Context: an optimization exercise on an open-source flow, tuned for small area, a short achievable clock period and few clock cycles per item. The choices shown serve that exercise and are no tape-out recipe.
Where RTL was checked, it was by simulation tests only, not by an equivalence proof against the original.
For run 2, only the layout was checked, not whether the RTL still works.
No activity file was given, so power comes from the tool's default toggle rates.

$ cat flow/standard.sh
#!/bin/bash
# synth_recipe.tcl (not shown) runs the flow's synth.tcl, then flattens the netlist and writes it again
# the make line also repeats each setting of config.mk as NAME=value (left out here)
make -C /OpenROAD-flow-scripts/flow DESIGN_CONFIG=/design/flow/config.mk WORK_HOME=/design/flow/orfs CLKGATE_MAP_FILE= SYNTH_SCRIPT=/design/flow/synth_recipe.tcl "${@:-finish}"
$ cat flow/constraint.sdc
create_clock -name core_clock -period 4.5 [get_ports {clock}]
set_input_delay 0.9000 -clock core_clock [delete_from_list [all_inputs] [get_ports {clock}]]
set_output_delay 0.9000 -clock core_clock [all_outputs]
set_load 0.01 [all_outputs]
$ cat flow/design.v
`default_nettype none
package toeq_pkg;
   localparam int TimeWidth  = 32;
   localparam int IdentWidth = 16;
   localparam int FillWidth  = 5;
   localparam int EntryWidth = TimeWidth + 1 + IdentWidth;
   typedef enum logic {
      OP_INSERT = 1'b0,
      OP_REMOVE = 1'b1
   } op_type;
   typedef enum logic [1:0] {
      ST_OK    = 2'd0,
      ST_FULL  = 2'd1,
      ST_EMPTY = 2'd2
   } status_type;
endpackage
`default_nettype wire
`default_nettype none
module toeq_cell
(
   input  wire logic                              clock,
   input  wire logic                              write,
   input  wire logic [toeq_pkg::EntryWidth-1:0]   new_entry,
   output logic      [toeq_pkg::EntryWidth-1:0]   entry
);
   logic [toeq_pkg::EntryWidth-1:0] entry_ff;
   always_ff @(posedge clock) begin
      if (write) begin
         entry_ff <= new_entry;
      end
   end
   assign entry = entry_ff;
endmodule
`default_nettype wire
`default_nettype none
module time_ordered_event_queue
#(
   parameter int DEPTH = 16
) (
   input  wire logic                  clock,
   input  wire logic                  reset,
   input  wire logic                  req_valid,
   output logic                       req_stall,
   input  wire logic                  req_operation,
   input  wire logic [toeq_pkg::TimeWidth-1:0]  req_event_key_time,
   input  wire logic                  req_event_kind,
   input  wire logic [toeq_pkg::IdentWidth-1:0] req_event_ident,
   output logic                       rsp_valid,
   input  wire logic                  rsp_stall,
   output logic                       rsp_head_valid,
   output logic [toeq_pkg::TimeWidth-1:0]       rsp_head_time,
   output logic                       rsp_head_kind,
   output logic [toeq_pkg::IdentWidth-1:0]      rsp_head_ident,
   output logic [toeq_pkg::FillWidth-1:0]       rsp_fill_count,
   output logic [1:0]                 rsp_status
);
   localparam int EW = toeq_pkg::EntryWidth;
   localparam int TW = toeq_pkg::TimeWidth;
   localparam int CountWidth = $clog2(DEPTH + 1);
   logic                  r0_valid;
   logic                  r0_op;
   logic [DEPTH-1:0]      r0_slot;     
   logic [DEPTH-1:0]      r0_lt;       
   logic [DEPTH-1:0][EW-1:0]        slot;
   logic [DEPTH-1:0]                slot_valid;
   logic [DEPTH-1:0][DEPTH-1:0]     ahead_ff;  
   logic [DEPTH-1:0][DEPTH-1:0]     ahead;     
   logic [DEPTH-1:0]                head_oh;
   logic [CountWidth-1:0]           count_ff;
   logic                  s2_valid;
   toeq_pkg::status_type  s2_status;
   logic                  rsp_valid_ff;
   logic                  rsp_head_valid_ff;
   logic [EW-1:0]         rsp_head_ff;
   logic [CountWidth-1:0] rsp_count_ff;
   toeq_pkg::status_type  rsp_status_ff;
   logic                  sk_valid;
   logic                  sk_head_valid;
   logic [EW-1:0]         sk_head;
   logic [CountWidth-1:0] sk_count;
   toeq_pkg::status_type  sk_status;
   logic                  rsp_take, s2_move, s2_to_rsp, rsp_load, sk_load, exec, accept;
   logic                  is_full, is_empty, empty_ff, ins_ok, rem_ok;
   toeq_pkg::status_type  status;
   logic [DEPTH-1:0]      avail, avail_low, free_oh, write_oh, behind, second_oh, rest;
   logic                  new_is_head;
   logic [CountWidth-1:0] count_in;
   logic [DEPTH-1:0]      cmp;
   logic [EW-1:0]         head_data;
   function automatic logic time_lt(input logic [TW-1:0] a, input logic [TW-1:0] b);
      logic [TW-1:0] g, p;
      g = ~a & b;
      p = ~a | b;
      for (int w = 1; w < TW; w = w * 2) begin
         for (int k = 0; k + w < TW; k = k + 2 * w) begin
            g[k] = g[k+w] | (p[k+w] & g[k]);
            p[k] = p[k+w] & p[k];
         end
      end
      time_lt = g[0];
   endfunction
   logic                  req_stall_ff, r0_valid_in, s2_valid_in, rsp_valid_in, sk_valid_in;
   assign rsp_take  = rsp_valid_ff && !rsp_stall;
   assign s2_move   = s2_valid && (!sk_valid || rsp_take);
   assign s2_to_rsp = !sk_valid && (!rsp_valid_ff || rsp_take);
   assign rsp_load  = (!rsp_valid_ff || rsp_take) && (sk_valid || s2_valid);
   assign sk_load   = s2_move && !s2_to_rsp;
   assign exec      = r0_valid && (!s2_valid || !sk_valid);
   assign accept    = req_valid && !req_stall_ff;
   assign req_stall = req_stall_ff;
   assign r0_valid_in  = accept || (r0_valid && !exec);
   assign s2_valid_in  = exec || (s2_valid && !s2_move);
   assign rsp_valid_in = rsp_load || (rsp_valid_ff && !rsp_take);
   assign sk_valid_in  = sk_load || (sk_valid && !rsp_take);
   assign is_full  = count_ff[CountWidth-1];
   assign is_empty = empty_ff;
   assign ins_ok   = exec && (r0_op == toeq_pkg::OP_INSERT) && !is_full;
   assign rem_ok   = exec && (r0_op == toeq_pkg::OP_REMOVE) && !is_empty;
   always_comb begin
      status = toeq_pkg::ST_OK;
      if (r0_op == toeq_pkg::OP_INSERT) begin
         if (is_full) status = toeq_pkg::ST_FULL;
      end else begin
         if (is_empty) status = toeq_pkg::ST_EMPTY;
      end
      count_in = count_ff;
      if (ins_ok) count_in = count_ff + 1'b1;
      if (rem_ok) count_in = count_ff - 1'b1;
   end
   assign avail = ~slot_valid & ~(r0_valid && r0_op == toeq_pkg::OP_INSERT ? r0_slot : '0);
   for (genvar j = 0; j < DEPTH; j++) begin : g_free
      if (j == 0) begin : g_first
         assign avail_low[j] = avail[j];
      end else begin : g_rest
         assign avail_low[j] = avail[j] && !(|avail[j-1:0]);
      end
   end
   assign free_oh  = (|avail) ? avail_low : (rem_ok ? head_oh : '0);
   assign write_oh = free_oh;
   assign behind      = slot_valid & ~r0_lt;
   assign new_is_head = (behind == '0);
   assign rest = slot_valid & ~head_oh;
   for (genvar j = 0; j < DEPTH; j++) begin : g_order
      for (genvar k = 0; k < DEPTH; k++) begin : g_pair
         if (j < k) begin : g_upper
            assign ahead[j][k] = ahead_ff[j][k];
            always_ff @(posedge clock) begin
               if (ins_ok && r0_slot[j]) begin
                  ahead_ff[j][k] <= r0_lt[k];
               end else if (ins_ok && r0_slot[k]) begin
                  ahead_ff[j][k] <= !r0_lt[j];
               end
            end
         end else if (j > k) begin : g_lower
            assign ahead[j][k] = !ahead_ff[k][j];
         end else begin : g_diag
            assign ahead[j][k] = 1'b0;
         end
      end
      always_comb begin
         second_oh[j] = rest[j];
         for (int k = 0; k < DEPTH; k++) begin
            if (rest[k] && ahead[k][j]) second_oh[j] = 1'b0;
         end
      end
   end
   for (genvar j = 0; j < DEPTH; j++) begin : g_slot
      toeq_cell u_cell (
         .clock     (clock),
         .write     (write_oh[j]),
         .new_entry ({req_event_key_time, req_event_kind, req_event_ident}),
         .entry     (slot[j])
      );
      always_ff @(posedge clock) begin
         if (reset) begin
            slot_valid[j] <= 1'b0;
         end else if (ins_ok && r0_slot[j]) begin
            slot_valid[j] <= 1'b1;
         end else if (rem_ok && head_oh[j]) begin
            slot_valid[j] <= 1'b0;
         end
      end
      assign cmp[j] = time_lt(req_event_key_time, slot[j][EW-1 -: TW]);
   end
   always_ff @(posedge clock) begin
      if (reset) begin
         head_oh <= '0;
      end else if (ins_ok && new_is_head) begin
         head_oh <= r0_slot;
      end else if (rem_ok) begin
         head_oh <= second_oh;
      end
   end
   always_comb begin
      head_data = '0;
      for (int j = 0; j < DEPTH; j++) head_data = head_data | ({EW{head_oh[j]}} & slot[j]);
   end
   always_ff @(posedge clock) begin
      if (reset) begin
         r0_valid     <= 1'b0;
         count_ff     <= '0;
         empty_ff     <= 1'b1;
         s2_valid     <= 1'b0;
         rsp_valid_ff <= 1'b0;
         sk_valid     <= 1'b0;
         req_stall_ff <= 1'b0;
      end else begin
         r0_valid     <= r0_valid_in;
         count_ff     <= count_in;
         empty_ff     <= (count_in == '0);
         s2_valid     <= s2_valid_in;
         rsp_valid_ff <= rsp_valid_in;
         sk_valid     <= sk_valid_in;
         req_stall_ff <= r0_valid_in && s2_valid_in && rsp_valid_in && sk_valid_in;
      end
   end
   always_ff @(posedge clock) begin
      if (!r0_valid || exec) begin
         r0_op   <= req_operation;
         r0_slot <= free_oh;
         r0_lt   <= cmp;
      end
      if (exec) begin
         s2_status <= status;
      end
      if (sk_load) begin
         sk_head_valid <= !empty_ff;
         sk_head       <= head_data;
         sk_count      <= count_ff;
         sk_status     <= s2_status;
      end
      if (rsp_load) begin
         if (sk_valid) begin
            rsp_head_valid_ff <= sk_head_valid;
            rsp_head_ff       <= sk_head;
            rsp_count_ff      <= sk_count;
            rsp_status_ff     <= sk_status;
         end else begin
            rsp_head_valid_ff <= !empty_ff;
            rsp_head_ff       <= head_data;
            rsp_count_ff      <= count_ff;
            rsp_status_ff     <= s2_status;
         end
      end
   end
   assign rsp_valid      = rsp_valid_ff;
   assign rsp_head_valid = rsp_head_valid_ff;
   assign rsp_head_time  = rsp_head_ff[EW-1 -: TW];
   assign rsp_head_kind  = rsp_head_ff[toeq_pkg::IdentWidth];
   assign rsp_head_ident = rsp_head_ff[toeq_pkg::IdentWidth-1:0];
   assign rsp_fill_count = rsp_count_ff;
   assign rsp_status     = rsp_status_ff;
endmodule
`default_nettype wire
$ cat flow/config.mk
export PLATFORM = sky130hd
export DESIGN_NAME = time_ordered_event_queue
export DESIGN_NICKNAME = time_ordered_event_queue
export VERILOG_FILES = /design/flow/design.v
export SDC_FILE = /design/flow/constraint.sdc
export NUM_CORES = 4
export LEC_CHECK = 0
export CAP_MARGIN = 20
export CORE_MARGIN = 2
export CORE_UTILIZATION = 40
export SETUP_SLACK_MARGIN = 1.8
export SLEW_MARGIN = 20
$ cat flow/flow/run.sh
#!/bin/bash
# Standard layout, except that the port buffers are sky130_fd_sc_hd__buf_4 cells
# (resizable like any buffer) instead of the flow's default pick.
set -euo pipefail
export BUFFER_PORTS_ARGS="-buffer_cell sky130_fd_sc_hd__buf_4"
bash standard.sh > standard.log 2>&1
==> results of run 1 <==
[state kept, by name, indices dropped and copies added, names as in the netlist, 2 cells and up]
register,cells
rsp_head_ff,49
g_slot.u_cell.entry_ff,784
ahead,120
head_oh,16
count_ff,5
r0_lt,16
sk_head,49
rsp_status_ff,2
slot_valid,16
s2_status,2
sk_count,5
rsp_count_ff,5
sk_status,2
r0_slot,16
[layout make-up]
cell class,count,area share
repair inverters,1,0.0000812
diodes,6,0.000244
well taps,1637,0.0332
clock inverters,83,0.0183
inverters,194,0.0124
repair buffers,448,0.101
multi-input cells,2311,0.259
flip-flops and latches,1096,0.528
clock buffers,133,0.0481
[power by group through the flow]
| stage | logic [mW] | clock network [mW] | registers [mW] |
|---|---|---|---|
| after global routing | 1.49 | 10.8 | 11.5 |
| after detailed placement | 1.20 | 0 | 11.7 |
| final | 1.44 | 10.4 | 11.5 |
| after global placement | 1.19 | 0 | 11.7 |
| after floorplan | 0.658 | 0 | 11.6 |
| after CTS | 1.32 | 10.4 | 11.4 |
[through the flow]
step	total power [mW]	utilization
after global routing	23.7	0.499
after CTS	23.2	0.485
after global placement	12.9	0.429
after detailed placement	12.9	0.429
after floorplan	12.3	-
final	23.3	0.499
[repair_timing]
action | 4_1_cts | 5_1_grt
cloned | 41 | 35
hold buffers | 0 | 0
pin swaps | 11 | 21
endpoints found under the hold margin | 0 | 0
endpoints found under the setup margin | 1081 | 1020
buffers inserted | 105 | 35
gates resized for setup | 149 | 153
[layer usage]
layer | vias up | wire length (um) | GRT usage
li1 | 16200 | - | -
met1 | 19900 | 78200 | 0.417
met2 | 3428 | 92200 | 0.469
met3 | 739 | 28300 | 0.0772
met4 | 6 | 13900 | 0.161
met5 | - | 42 | 0
[layout by cell type (no fill, tap or decap), drive strengths merged, types with 12 or more instances in the layout]
| cell type | synthesis | final |
|---|---|---|
| and2 | 15 | 15 |
| nor3b | 23 | 23 |
| nand3 | 40 | 40 |
| a21o | 122 | 122 |
| nor2 | 162 | 162 |
| nor2b | 60 | 60 |
| o211ai | 21 | 21 |
| inv | 193 | 196 |
| a221oi | 236 | 236 |
| a21boi | 12 | 12 |
| o21bai | 27 | 27 |
| o22a | 14 | 14 |
| nand4 | 60 | 60 |
| clkbuf | 261 | 163 |
| nand2 | 261 | 261 |
| bufinv | 0 | 21 |
| clkinv | 1 | 50 |
| buf | 27 | 418 |
| a2111oi | 32 | 32 |
| a22o | 224 | 226 |
| o22ai | 131 | 131 |
| a222oi | 39 | 39 |
| nor3 | 40 | 40 |
| o2111ai | 12 | 12 |
| edfxtp | 1053 | 1053 |
| o221ai | 33 | 33 |
| maj3 | 64 | 64 |
| dfxtp | 43 | 43 |
| a22oi | 49 | 49 |
| nor4 | 12 | 12 |
| mux2 | 55 | 55 |
| nand2b | 57 | 57 |
| o21ai | 134 | 134 |
| a21oi | 269 | 269 |
[logic make-up (layout without fill, tap and decap cells)]
| family | Yosys count | in the layout | synth area share |
|---|---|---|---|
| mux | 55 | 55 | 0.0125 |
| flops | 1096 | 1096 | 0.653 |
| buf+inv | 482 | 859 | 0.0372 |
| compound gates | 1423 | 1425 | 0.209 |
| simple gates | 762 | 762 | 0.0746 |
| xor+xnor | 3 | 3 | 0.000528 |
| other cells | 0 | 6 | 0 |
| fa+ha+maj | 66 | 66 | 0.0134 |
[worst paths after layout]
kind,endpoint,slack (ns),cells after the start
setup reg to reg,g_slot[1].u_cell.entry_ff[17],1.22,11
hold / removal,r0_op,0.34,1
setup / recovery,g_slot[1].u_cell.entry_ff[17],1.22,11
hold reg to reg,sk_status[0],0.46,0
==> impl_metrics.env, run 1 <==
export IMPL_outcome="finished clean"
export IMPL_drv_cap=0
export IMPL_worstPathCellList="nand3b_4 > a222oi_1 > nand4bb_1 > buf_4 > nor3_4 > nor4b_4 > and3_4 > buf_12 > a22o_4 > buf_12 > buf_16"
export IMPL_worstReg2RegStart="r0_op"
export IMPL_final_cells=5909
export IMPL_core_mm2=0.123
export IMPL_tns_ns=0
export IMPL_fillers=10500
export IMPL_syn_inst=3887
export IMPL_final_antenna_net_count=0
export IMPL_startpoint_type="register"
export IMPL_synth_edff_count=1053
export IMPL_cts_root_buf="clkbuf_16"
export IMPL_synth_flop_cell="edfxtp_1"
export IMPL_cts_clk_slew_worst_paths_ns=0.07
export IMPL_antenna_found_initial=4
export IMPL_place_hpwl_mm=125
export IMPL_max_freq_mhz=305
export IMPL_async_flop_share=0
export IMPL_cts_sinks=1096
export IMPL_grt_max_degree=52
export IMPL_p_leak_nw=22.1
export IMPL_powerDensity_mw_per_mm2=377
export IMPL_dp_cells=5471
export IMPL_dr_pass1_iters=10
export IMPL_syn_area_mm2=0.0497
export IMPL_yosys_warnings=2
export IMPL_numCtsBuffers=116
export IMPL_internal_power_mw=17.8
export IMPL_track_usage=0.311
export IMPL_worstHoldStart="req_operation"
export IMPL_synth_area_leaders="edfxtp_1, a221oi_1, a22o_1, a21oi_1, clkbuf_1"
export IMPL_seq_area_mm2=0.0325
export IMPL_place_congestion=0.985
export IMPL_final_hold_viol_count=0
export IMPL_cts_htree_levels=3
export IMPL_wl_per_cell_um=36.0
export IMPL_worstPathRequired_ns=4.95
export IMPL_power_switching_mw=5.45
export IMPL_die_w_um=357
export IMPL_layout_nets=4224
export IMPL_syn_to_final_growth_pct=24.0
export IMPL_dpl_cell_area_mm2=0.0529
export IMPL_grt_pass1_vias=37000
export IMPL_rsz0062_at_grt="true"
export IMPL_cts_tree="done"
export IMPL_via_count=40200
export IMPL_critPathTopFamily="simple AND/OR/NAND/NOR gates"
export IMPL_route_detailed_drc=0
export IMPL_path_max_fanout=15
export IMPL_ys_types=75
export IMPL_final_cell_area_mm2=0.0616
export IMPL_ys_seq_area_frac=0.653
export IMPL_crit_type="reg -> reg"
export IMPL_netlist_top_cells_count="edfxtp_1, a21oi_1, clkbuf_1, nand2_1, a221oi_1"
export IMPL_synth_seq_cells=1096
export IMPL_path_buf_inv=4
export IMPL_hold_class="in -> reg"
export IMPL_multi_input_area_mm2=0.0159
export IMPL_io_pins=113
export IMPL_power_frac_comb=0.062
export IMPL_vdd_drop_max_v=0.000344
export IMPL_vias_per_cell=6.81
export IMPL_rows=129
export IMPL_swShare=0.234
export IMPL_synth_avg_cell_area_um2=12.8
export IMPL_yosysMostFrequentCell="edfxtp_1"
export IMPL_worst_slack_ns=1.22
export IMPL_cp_slowest_cell="edfxtp_1"
export IMPL_syn_nets=3943
export IMPL_fin_skew_ns=0.0724
export IMPL_period_needed_ns=3.28
export IMPL_fin_crit_sh=0.729
export IMPL_maxSlewViolCount=0
export IMPL_finalWirelength_mm=213
export IMPL_dp_slack_ns=0.606
export IMPL_drive_gt1_frac=0.190
export IMPL_whs_ns=0.343
export IMPL_end_kind="register"
export IMPL_tightest_slew_ns=1.14
export IMPL_clk_latency_ns=0.79
export IMPL_setup_viol_count_final=0
export IMPL_cpMostUsedCell="buf_12"
export IMPL_p_clk_frac=0.446
export IMPL_die_h_um=357
export IMPL_initial_core_util=0.403
export IMPL_slowest_delay_ns=0.53
export IMPL_first_iter_violations=7718
export IMPL_io_buffers=112
export IMPL_die_area_mm2=0.127
export IMPL_yosysTopAreaCellShare=0.636
export IMPL_slew_headroom=0.238
export IMPL_cts_buffer_depth=3
export IMPL_cp_startpoint="r0_op"
export IMPL_grt_overflow_total=0
export IMPL_arrival_ns=3.73
export IMPL_yosysTopAreaCell="edfxtp_1"
export IMPL_pwr_share_seq=0.492
export IMPL_grt_pass1_wl_mm=283
Testbench counts, summed over its fixed seeds: cycles 16,024, requests 16,000.
==> run 2, diff against run 1 <==
--- a/flow/design.v
+++ b/flow/design.v
@@ -79,10 +79,10 @@
    logic [EW-1:0]         sk_head;
    logic [CountWidth-1:0] sk_count;
    toeq_pkg::status_type  sk_status;
-   logic                  rsp_take, s2_move, s2_to_rsp, rsp_load, sk_load, exec, accept;
-   logic                  is_full, is_empty, empty_ff, ins_ok, rem_ok;
+   logic                  rsp_take, s2_move, s2_to_rsp, rsp_load, sk_load, exec, accept, accept_ins;
+   logic                  is_full, is_empty, ins_ok, rem_ok;
    toeq_pkg::status_type  status;
-   logic [DEPTH-1:0]      avail, avail_low, free_oh, write_oh, behind, second_oh, rest;
+   logic [DEPTH-1:0]      avail, free_oh, write_oh, behind, second_oh, rest;
    logic                  new_is_head;
    logic [CountWidth-1:0] count_in;
    logic [DEPTH-1:0]      cmp;
@@ -113,7 +113,7 @@
    assign rsp_valid_in = rsp_load || (rsp_valid_ff && !rsp_take);
    assign sk_valid_in  = sk_load || (sk_valid && !rsp_take);
    assign is_full  = count_ff[CountWidth-1];
-   assign is_empty = empty_ff;
+   assign is_empty = (count_ff == '0);
    assign ins_ok   = exec && (r0_op == toeq_pkg::OP_INSERT) && !is_full;
    assign rem_ok   = exec && (r0_op == toeq_pkg::OP_REMOVE) && !is_empty;
    always_comb begin
@@ -127,16 +127,18 @@
       if (ins_ok) count_in = count_ff + 1'b1;
       if (rem_ok) count_in = count_ff - 1'b1;
    end
-   assign avail = ~slot_valid & ~(r0_valid && r0_op == toeq_pkg::OP_INSERT ? r0_slot : '0);
-   for (genvar j = 0; j < DEPTH; j++) begin : g_free
-      if (j == 0) begin : g_first
-         assign avail_low[j] = avail[j];
-      end else begin : g_rest
-         assign avail_low[j] = avail[j] && !(|avail[j-1:0]);
-      end
-   end
-   assign free_oh  = (|avail) ? avail_low : (rem_ok ? head_oh : '0);
-   assign write_oh = free_oh;
+   assign avail = (~slot_valid & ~(r0_valid && r0_op == toeq_pkg::OP_INSERT ? r0_slot : '0))
+                | ((r0_valid && r0_op == toeq_pkg::OP_REMOVE && !is_empty) ? head_oh : '0);
+   always_comb begin
+      logic seen;
+      seen = 1'b0;
+      for (int j = 0; j < DEPTH; j++) begin
+         free_oh[j] = avail[j] && !seen;
+         seen       = seen || avail[j];
+      end
+   end
+   assign accept_ins = accept && (req_operation == toeq_pkg::OP_INSERT);
+   assign write_oh   = accept_ins ? free_oh : '0;
    assign behind      = slot_valid & ~r0_lt;
    assign new_is_head = (behind == '0);
    assign rest = slot_valid & ~head_oh;
@@ -199,7 +201,6 @@
       if (reset) begin
          r0_valid     <= 1'b0;
          count_ff     <= '0;
-         empty_ff     <= 1'b1;
          s2_valid     <= 1'b0;
          rsp_valid_ff <= 1'b0;
          sk_valid     <= 1'b0;
@@ -207,7 +208,6 @@
       end else begin
          r0_valid     <= r0_valid_in;
          count_ff     <= count_in;
-         empty_ff     <= (count_in == '0);
          s2_valid     <= s2_valid_in;
          rsp_valid_ff <= rsp_valid_in;
          sk_valid     <= sk_valid_in;
@@ -224,7 +224,7 @@
          s2_status <= status;
       end
       if (sk_load) begin
-         sk_head_valid <= !empty_ff;
+         sk_head_valid <= (count_ff != '0);
          sk_head       <= head_data;
          sk_count      <= count_ff;
          sk_status     <= s2_status;
@@ -236,7 +236,7 @@
             rsp_count_ff      <= sk_count;
             rsp_status_ff     <= sk_status;
          end else begin
-            rsp_head_valid_ff <= !empty_ff;
+            rsp_head_valid_ff <= (count_ff != '0);
             rsp_head_ff       <= head_data;
             rsp_count_ff      <= count_ff;
             rsp_status_ff     <= s2_status;
==> flow/run.sh (new file) <==
#!/bin/bash
# synth_recipe.tcl (not shown) runs the flow's synth.tcl, then flattens the netlist and writes it again
# the make line also repeats each setting of config.mk as NAME=value (left out here)
make -C /OpenROAD-flow-scripts/flow DESIGN_CONFIG=/design/flow/config.mk WORK_HOME=/design/flow/orfs CLKGATE_MAP_FILE= SYNTH_SCRIPT=/design/flow/synth_recipe.tcl finish
--- a/flow/config.mk
+++ b/flow/config.mk
@@ -8,5 +8,4 @@
 export CAP_MARGIN = 20
 export CORE_MARGIN = 2
 export CORE_UTILIZATION = 40
-export SETUP_SLACK_MARGIN = 1.8
 export SLEW_MARGIN = 20
removed: flow/flow/run.sh
removed: flow/standard.sh
==> impl_metrics.env, run 2 <==
export IMPL_synth_seq_cells=1095
export IMPL_yosysTopAreaCellShare=0.637
export IMPL_first_iter_violations=6028
export IMPL_fin_skew_ns=0.0683
export IMPL_drive_gt1_frac=0.117
export IMPL_cts_setup_buffers=0
export IMPL_outcome="finished clean"
export IMPL_grt_pass1_vias=36800
export IMPL_cts_sinks=1095
export IMPL_yosys_warnings=2
export IMPL_path_buf_inv=1
export IMPL_worst_slack_ns=0.446
export IMPL_slowest_delay_ns=0.69
export IMPL_top_register="g_slot.u_cell.entry_ff"
export IMPL_syn_inst=3868
export IMPL_dr_pass1_iters=7
export IMPL_layout_nets=4050
export IMPL_syn_to_final_growth_pct=15.9
export IMPL_arrival_ns=4.47
export IMPL_tightest_slew_ns=1.07
export IMPL_dp_slack_ns=0.235
export IMPL_p_total_mw=22.7
export IMPL_final_hold_viol_count=0
export IMPL_hold_class="reg -> reg"
export IMPL_startpoint_type="register"
export IMPL_final_cell_area_mm2=0.0575
export IMPL_final_antenna_net_count=0
export IMPL_cts_clk_slew_worst_paths_ns=0.06
export IMPL_route_detailed_drc=0
export IMPL_via_count=38200
export IMPL_worstPathRequired_ns=4.92
export IMPL_yosysMostFrequentCell="edfxtp_1"
export IMPL_antenna_found_initial=6
export IMPL_setup_viol_count_final=0
export IMPL_cts_tree="done"
export IMPL_hold_end="sk_status[0]"
export IMPL_initial_core_util=0.402
export IMPL_min_path_cells=0
export IMPL_period_needed_ns=4.05
export IMPL_cts_repair_resized=0
export IMPL_io_buffers=112
export IMPL_largest_register_ffs=784
export IMPL_crit_type="reg -> reg"
export IMPL_synth_edff_count=1053
export IMPL_synth_area_leaders="edfxtp_1, a221oi_1, a22o_1, a21oi_1, a21o_1"
export IMPL_die_h_um=356
export IMPL_synth_avg_cell_area_um2=12.8
export IMPL_cp_slowest_cell="or4_1"
export IMPL_r2r_cells=9
export IMPL_place_hpwl_mm=121
export IMPL_netlist_top_cells_count="edfxtp_1, nand2_1, clkbuf_1, a221oi_1, a21oi_1"
export IMPL_dpl_cell_area_mm2=0.0535
export IMPL_wl_per_cell_um=32.8
export IMPL_rows=129
export IMPL_end_kind="register"
export IMPL_maxSlewViolCount=0
export IMPL_fillers=11000
export IMPL_vias_per_cell=6.66
export IMPL_cts_root_buf="clkbuf_16"
export IMPL_final_cell_mix="edfxtp_1, nand2_1, a221oi_1, a21oi_1, a22o_1"
export IMPL_critPathTopFamily="simple AND/OR/NAND/NOR gates"
export IMPL_yosysTopAreaCell="edfxtp_1"
export IMPL_grt_overflow_total=0
export IMPL_rsz0062_at_grt="false"
export IMPL_core_mm2=0.123
export IMPL_io_pins=113
export IMPL_track_usage=0.290
export IMPL_powerDensity_mw_per_mm2=395
export IMPL_async_flop_share=0
export IMPL_syn_area_mm2=0.0496
export IMPL_die_area_mm2=0.127
export IMPL_die_w_um=356
export IMPL_final_common_cell="edfxtp_1"
export IMPL_rr_endpoint="g_slot[15].u_cell.entry_ff[36]"
export IMPL_holdBufCountCts=0
export IMPL_vdd_drop_max_v=0.000337
export IMPL_whs_ns=0.456
export IMPL_numCtsBuffers=116
export IMPL_grt_pass1_wl_mm=267
export IMPL_worstHoldStart="s2_status[0]"
export IMPL_worstReg2RegStart="count_ff[4]"
export IMPL_cts_htree_levels=3
export IMPL_p_leak_nw=20.2
export IMPL_r2r_setup_slack_ns=0.45
export IMPL_ys_types=73
export IMPL_ys_seq_area_frac=0.654
export IMPL_place_congestion=0.980
export IMPL_synth_flop_cell="edfxtp_1"
export IMPL_cts_buffer_depth=3
export IMPL_fin_crit_sh=0.901
export IMPL_max_freq_mhz=247
export IMPL_grt_max_degree=58
export IMPL_syn_nets=3926
export IMPL_drv_cap=0
export IMPL_path_max_fanout=16
export IMPL_slew_headroom=0.288
export IMPL_worstPathCellList="or4_1 > o211ai_2 > o211ai_1 > nor2_2 > nand4_4 > or3b_4 > nor4b_2 > and2_4 > buf_12"
export IMPL_finalWirelength_mm=188
export IMPL_clk_latency_ns=0.78
[run 2: changes by cell type in the layout (fill, tap and decap cells not counted), moves of 20 or more]
cell	before	now
clkdlybuf4s50_1	0	112
buf_8	22	0
buf_12	75	22
buf_4	222	154
clkbuf_16	146	116
buf_16	53	0
a21oi_1	266	234
a22oi_1	49	71
o21ai_0	110	166
buf_6	46	0
o21ai_1	20	0
[run 2: layout make-up]
| type | instances | area [um^2] | area share |
|---|---|---|---|
| antenna | 3 | 7.51 | 0.000131 |
| tap | 1637 | 2050 | 0.0356 |
| sequential | 1095 | 32500 | 0.565 |
| multi-input combinational | 2299 | 15500 | 0.269 |
| clock buffer | 134 | 2990 | 0.0520 |
| clock inverter | 83 | 1040 | 0.0181 |
| timing repair buffer | 288 | 2720 | 0.0473 |
| inverter | 192 | 721 | 0.0125 |
[run 2: where the power goes]
group / total [mW] / switching, mW / internal [mW]
Clock: 10.2 / 4.32 / 5.84
Combinational: 1.20 / 0.790 / 0.407
Sequential: 11.3 / 0.0743 / 11.3
[run 2: per-stage QoR]
step	setup TNS [ns]	utilization	instances
floorplan	-232.60	-	3868
global route	0	0.466	5729
CTS	0	0.466	5728
global placement	-0.109	0.434	5511
finish	0	0.466	5731
detailed placement	0	0.434	5511
[run 2: worst max path at each step]
| stage | startpoint | end | cells after the start |
|---|---|---|---|
| global route | count_ff[4] | g_slot[15].u_cell.entry_ff[36] | 9 |
| CTS | count_ff[2] | g_slot[15].u_cell.entry_ff[36] | 9 |
| finish | count_ff[4] | g_slot[15].u_cell.entry_ff[36] | 9 |
| detailed placement | req_event_key_time[27] | r0_lt[11] | 9 |
| floorplan | count_ff[2] | g_slot[10].u_cell.entry_ff[0] | 8 |
| global placement | req_event_key_time[27] | r0_lt[11] | 9 |
[run 2: metal layers]
layer,wire (um),part of all wire,GRT usage
met1,73800,0.39,0.393
met2,85100,0.45,0.454
met3,19600,0.10,0.0557
met4,9310,0.050,0.131
met5,34,0.00018,0
[run 2: cells by family after synthesis]
family	Yosys count	synth area share
compound gates	1435	0.210
mux	56	0.0127
simple gates	725	0.0696
xor+xnor	3	0.000530
buf+inv	474	0.0360
fa+ha+maj	80	0.0165
flops	1095	0.654

[what the ideal ports hide]
How much do the figures lean on ideal ports? The routed layouts below were timed once more, with nothing changed but the port constraints. Step 1 (the two cells are an assumption about what drives the block):
set clk [get_ports {clock}]
set_driving_cell -lib_cell sky130_fd_sc_hd__clkbuf_16 $clk
set_driving_cell -lib_cell sky130_fd_sc_hd__buf_2 [delete_from_list [all_inputs] $clk]
Step 2 moves the port delays by t, midway between the first and last clock arrival at a register: inputs arrive t later, outputs are due t later. That takes back most of the time a late clock gives input paths. Three values: ideal ports, drivers, drivers and shift; two values: the first two.
run | shift t [ns] | setup WS [ns] | worst setup path at the end | latest minus earliest clock arrival (ns) | slew at the worst register clock pin (ns)
run 1 | 0.833 | 1.219 / 1.219 / 0.968 | input to register | 0.073 / 0.074 | 0.07 / 0.07
run 2 | 0.825 | 0.446 / 0.446 / 0.177 | input to register | 0.074 / 0.073 | 0.07 / 0.07
After both steps setup and hold are still met in every run listed. The setup slack of run 2, which loses most, moves by 0.000 ns with the drivers and by -0.269 ns with both steps.
